Context: an optimization exercise on an open-source flow, tuned for small area, a short achievable clock period and few clock cycles per item. The choices shown serve that exercise and are no tape-out recipe. In this exercise RTL edits were held to simulation tests only and were not proved equivalent to the original.

== job 9988 ==
// qu_core
module qu_core
(
    input  logic                       clk,
    input  logic                       arst_n,
    input  logic                       instr_valid,
    input  logic [16-1:0] instr,
    input  logic                       schedule_en,
    output logic                       core_ready,
    output logic                       rob_full,
    output logic                       commit_valid,
    output logic [19-1:0]    commit
);
    logic                      op_free;
    logic                      is_valid;
    logic [25-1:0]        is_instr;
    logic [8-1:1]  rs1_sel;
    logic [8-1:1]  rs2_sel;
    logic [16-1:0] rs1_data;
    logic [16-1:0] rs2_data;
    startup_ctrl qu_startup_ctrl (
        .clk(clk),
        .arst_n(arst_n),
        .core_ready(core_ready)
    );
    front_end qu_front_end (
        .clk(clk),
        .arst_n(arst_n),
        .core_ready(core_ready),
        .instr_valid(instr_valid),
        .instr(instr),
        .op_free(op_free),
        .is_valid(is_valid),
        .is_instr(is_instr),
        .rob_full(rob_full)
    );
    rf qu_phy_rf (
        .clk(clk),
        .rs1_sel(rs1_sel),
        .rs2_sel(rs2_sel),
        .rs1_data(rs1_data),
        .rs2_data(rs2_data),
        .wr_en(commit_valid),
        .clr(~core_ready),
        .wr_addr(commit[19-1:16]),
        .wr_data(commit[16-1:0])
    );
    back_end qu_back_end (
        .clk(clk),
        .arst_n(arst_n),
        .schedule_en(schedule_en),
        .is_valid(is_valid),
        .is_instr(is_instr),
        .op_free(op_free),
        .rs1_sel(rs1_sel),
        .rs2_sel(rs2_sel),
        .rs1_data(rs1_data),
        .rs2_data(rs2_data),
        .commit_valid(commit_valid),
        .commit(commit)
    );
endmodule
==> flow/config.mk <==
export PLATFORM = sky130hd
export DESIGN_NAME = qu_core
export DESIGN_NICKNAME = qu_core
export VERILOG_FILES = /design/flow/design.v
export SDC_FILE = /design/flow/constraint.sdc
export NUM_CORES = 4
export LEC_CHECK = 0
export ABC_AREA = 1
export CAP_MARGIN = 20
export CORE_MARGIN = 2
export CORE_UTILIZATION = 65
export CTS_CLUSTER_DIAMETER = 70
export CTS_CLUSTER_SIZE = 20
export PLACE_DENSITY = 0.75
export SETUP_SLACK_MARGIN = 3.15
export SLEW_MARGIN = 20
==> flow/constraint.sdc <==
create_clock -name core_clock -period 5.5 [get_ports {clk}]
set_input_delay 1.1000 -clock core_clock [delete_from_list [all_inputs] [get_ports {clk}]]
set_output_delay 1.1000 -clock core_clock [all_outputs]
set_load 0.01 [all_outputs]
run.sh (not shown) runs the stock make flow with config.mk's settings and CLKGATE_MAP_FILE= SYNTH_SCRIPT=/design/flow/synth_recipe.tcl, a recipe that flattens the netlist after the stock synthesis.
Job 9988 finished every step from synthesis to the final layout, and the layout passed the timing, design-rule and antenna checks.
Testbench counts of job 9988, summed over its fixed seeds: cycles 16,024, items 16,000.
> inputs changed (job 9988 -> job 9556)
# job 9988
export LEC_CHECK = 0
export ABC_AREA = 1
export CAP_MARGIN = 20
export CORE_MARGIN = 2
export CORE_UTILIZATION = 65
export CTS_CLUSTER_DIAMETER = 70
export CTS_CLUSTER_SIZE = 20
export PLACE_DENSITY = 0.75
export SETUP_SLACK_MARGIN = 3.15
export SLEW_MARGIN = 20
create_clock -name core_clock -period 5.5 [get_ports {clk}]
# job 9556
export LEC_CHECK = 0
export ABC_AREA = 1
export CAP_MARGIN = 20
export CORE_MARGIN = 2
export CORE_UTILIZATION = 52
export CTS_CLUSTER_DIAMETER = 70
export CTS_CLUSTER_SIZE = 20
export PLACE_DENSITY = 0.65
export SETUP_SLACK_MARGIN = 3.3
export SLEW_MARGIN = 20
create_clock -name core_clock -period 5.5 [get_ports {clk}]
==> comparison <==
Maximum root-to-sink buffer count: job 9988 vs job 9556 identical. Job 9988 → job 9556: chip height moved up, worst setup slack after layout moved up. Die outline area: job 9556 and job 9988 compared, higher one is job 9556. Job 9556: ratio of cells with drive above 1 in the final layout 2.7 points above job 9988. Job 9556 against job 9988: summed area of non-filler cells in the final layout went up; register-to-register slack went up.
Setup changes, job 9556 to job 2812
# job 9556
export LEC_CHECK = 0
export ABC_AREA = 1
export CAP_MARGIN = 20
export CORE_MARGIN = 2
export CORE_UTILIZATION = 52
export CTS_CLUSTER_DIAMETER = 70
export CTS_CLUSTER_SIZE = 20
export PLACE_DENSITY = 0.65
export SETUP_SLACK_MARGIN = 3.3
export SLEW_MARGIN = 20
create_clock -name core_clock -period 5.5 [get_ports {clk}]
# job 2812
export LEC_CHECK = 0
export ABC_AREA = 1
export CAP_MARGIN = 20
export CORE_MARGIN = 2
export CORE_UTILIZATION = 65
export CTS_CLUSTER_DIAMETER = 100
export CTS_CLUSTER_SIZE = 30
export PLACE_DENSITY = 0.75
export SETUP_SLACK_MARGIN = 3.3
export SLEW_MARGIN = 20
create_clock -name core_clock -period 5.5 [get_ports {clk}]
[summary]
- Job 2812 reached the final stage; the timing, design-rule and antenna checks on its layout passed.
- Changes observed in job 2812 relative to job 9556: CTS buffer count down 7, design area went down 1.4%.
- Of job 9556 and job 2812, the lower highest fanout seen on the critical path belongs to job 9556.
- Fmax (lower): job 9556
- Higher clock buffer instance count of the final layout goes to job 9556 over job 2812.
- Job 2812 vs job 9556: overall routing resource usage up
- Relative to job 9556, multi-input logic portion of the cell area has gone up in job 2812.
- Critical path depth, job 9556 and job 2812: larger value in job 2812
- Job 2812 ended up with qu_back_end.sub_q as its start point of the critical path; job 9556 ended up with qu_back_end.rd_q[0].
- Re number of diodes: no difference whatsoever between job 2812 and job 9556.
- Slowest stage cell on the critical path = sky130_fd_sc_hd__edfxtp_1: job 2812; slowest stage cell on the critical path = sky130_fd_sc_hd__a21oi_1: job 9556
Input changes introduced in job 7259 (baseline for comparison: job 2812):
# job 2812
export LEC_CHECK = 0
export ABC_AREA = 1
export CAP_MARGIN = 20
export CORE_MARGIN = 2
export CORE_UTILIZATION = 65
export CTS_CLUSTER_DIAMETER = 100
export CTS_CLUSTER_SIZE = 30
export PLACE_DENSITY = 0.75
export SETUP_SLACK_MARGIN = 3.3
export SLEW_MARGIN = 20
create_clock -name core_clock -period 5.5 [get_ports {clk}]
# job 7259
export LEC_CHECK = 0
export ABC_AREA = 1
export CAP_MARGIN = 20
export CORE_MARGIN = 2
export CORE_UTILIZATION = 65
export CTS_CLUSTER_DIAMETER = 70
export CTS_CLUSTER_SIZE = 20
export PLACE_DENSITY = 0.75
export SETUP_SLACK_MARGIN = 3.0
export SLEW_MARGIN = 20
create_clock -name core_clock -period 5.5 [get_ports {clk}]
### Flow results
- Wire length of the first global-routing pass: job 7259 < job 2812
- Looking at endpoint of the most critical setup path, the qu_back_end.b_q[9] result is from job 2812; the qu_back_end.b_q[12] one comes from job 7259.
- Comparing the two runs side by side, job 7259 comes out ahead of job 2812 on first-iteration DRC count.
- Compared to job 2812, job 7259 has detail-routed net length per standard cell 4.4% lower.
- Effective utilization at floorplan: job 2812 vs job 7259, no meaningful difference
The inputs of job 3081 differ from those of job 7259 as listed below.
# job 7259
export LEC_CHECK = 0
export ABC_AREA = 1
export CAP_MARGIN = 20
export CORE_MARGIN = 2
export CORE_UTILIZATION = 65
export CTS_CLUSTER_DIAMETER = 70
export CTS_CLUSTER_SIZE = 20
export PLACE_DENSITY = 0.75
export SETUP_SLACK_MARGIN = 3.0
export SLEW_MARGIN = 20
create_clock -name core_clock -period 5.5 [get_ports {clk}]
# job 3081
export LEC_CHECK = 0
export ABC_AREA = 1
export CAP_MARGIN = 20
export CORE_MARGIN = 2
export CORE_UTILIZATION = 65
export CTS_CLUSTER_DIAMETER = 70
export CTS_CLUSTER_SIZE = 20
export PLACE_DENSITY = 0.75
export SETUP_SLACK_MARGIN = 2.8
export SLEW_MARGIN = 20
create_clock -name core_clock -period 5.5 [get_ports {clk}]
### Flow results
- Stage delay of the slowest cell on the critical path (higher): job 3081
- Summary — share of the final layout cell area in multi-input gates, job 3081 relative to job 7259: lower, by 0.81 points.
- Job 3081 vs job 7259 — total routing usage reported by global routing dropped 0.61 points.
- The critical-path cell with the highest stage delay comes out sky130_fd_sc_hd__edfxtp_1 in one run and sky130_fd_sc_hd__clkdlybuf4s50_1 in the other, namely in job 7259 and job 3081 respectively.

## re-timing with driven ports
No port has a modelled driver above. Below, the same layouts with a new extraction and two added sets of constraints.
Step 1: set_driving_cell puts a clkbuf_16 on clk and a buf_2 on each other input, an assumption about the parent block.
Step 2 moves the port delays by t, midway between the first and last clock arrival at a register: inputs arrive t later, outputs are due t later. That takes back most of the time a late clock gives input paths.
Slacks: ideal / step 1 / step 2; pairs: ideal / step 1.
run	shift t [ns]	slack for setup (ns)	worst hold slack (ns)	pins driven straight from the clock port
job 9988	0.563	2.880 / 2.880 / 2.673	0.408 / 0.408 / 0.408	1
job 9556	0.566	2.933 / 2.933 / 2.760	0.417 / 0.417 / 0.417	1
job 2812	0.534	3.031 / 3.031 / 2.838	0.429 / 0.429 / 0.429	1
job 7259	0.550	3.027 / 3.027 / 2.640	0.390 / 0.390 / 0.390	1
job 3081	0.546	2.846 / 2.798 / 2.453	0.381 / 0.381 / 0.381	1
After both steps setup and hold are still met in every run listed. The setup slack of job 3081, which loses most, moves by -0.048 ns with the drivers and by -0.393 ns with both steps.
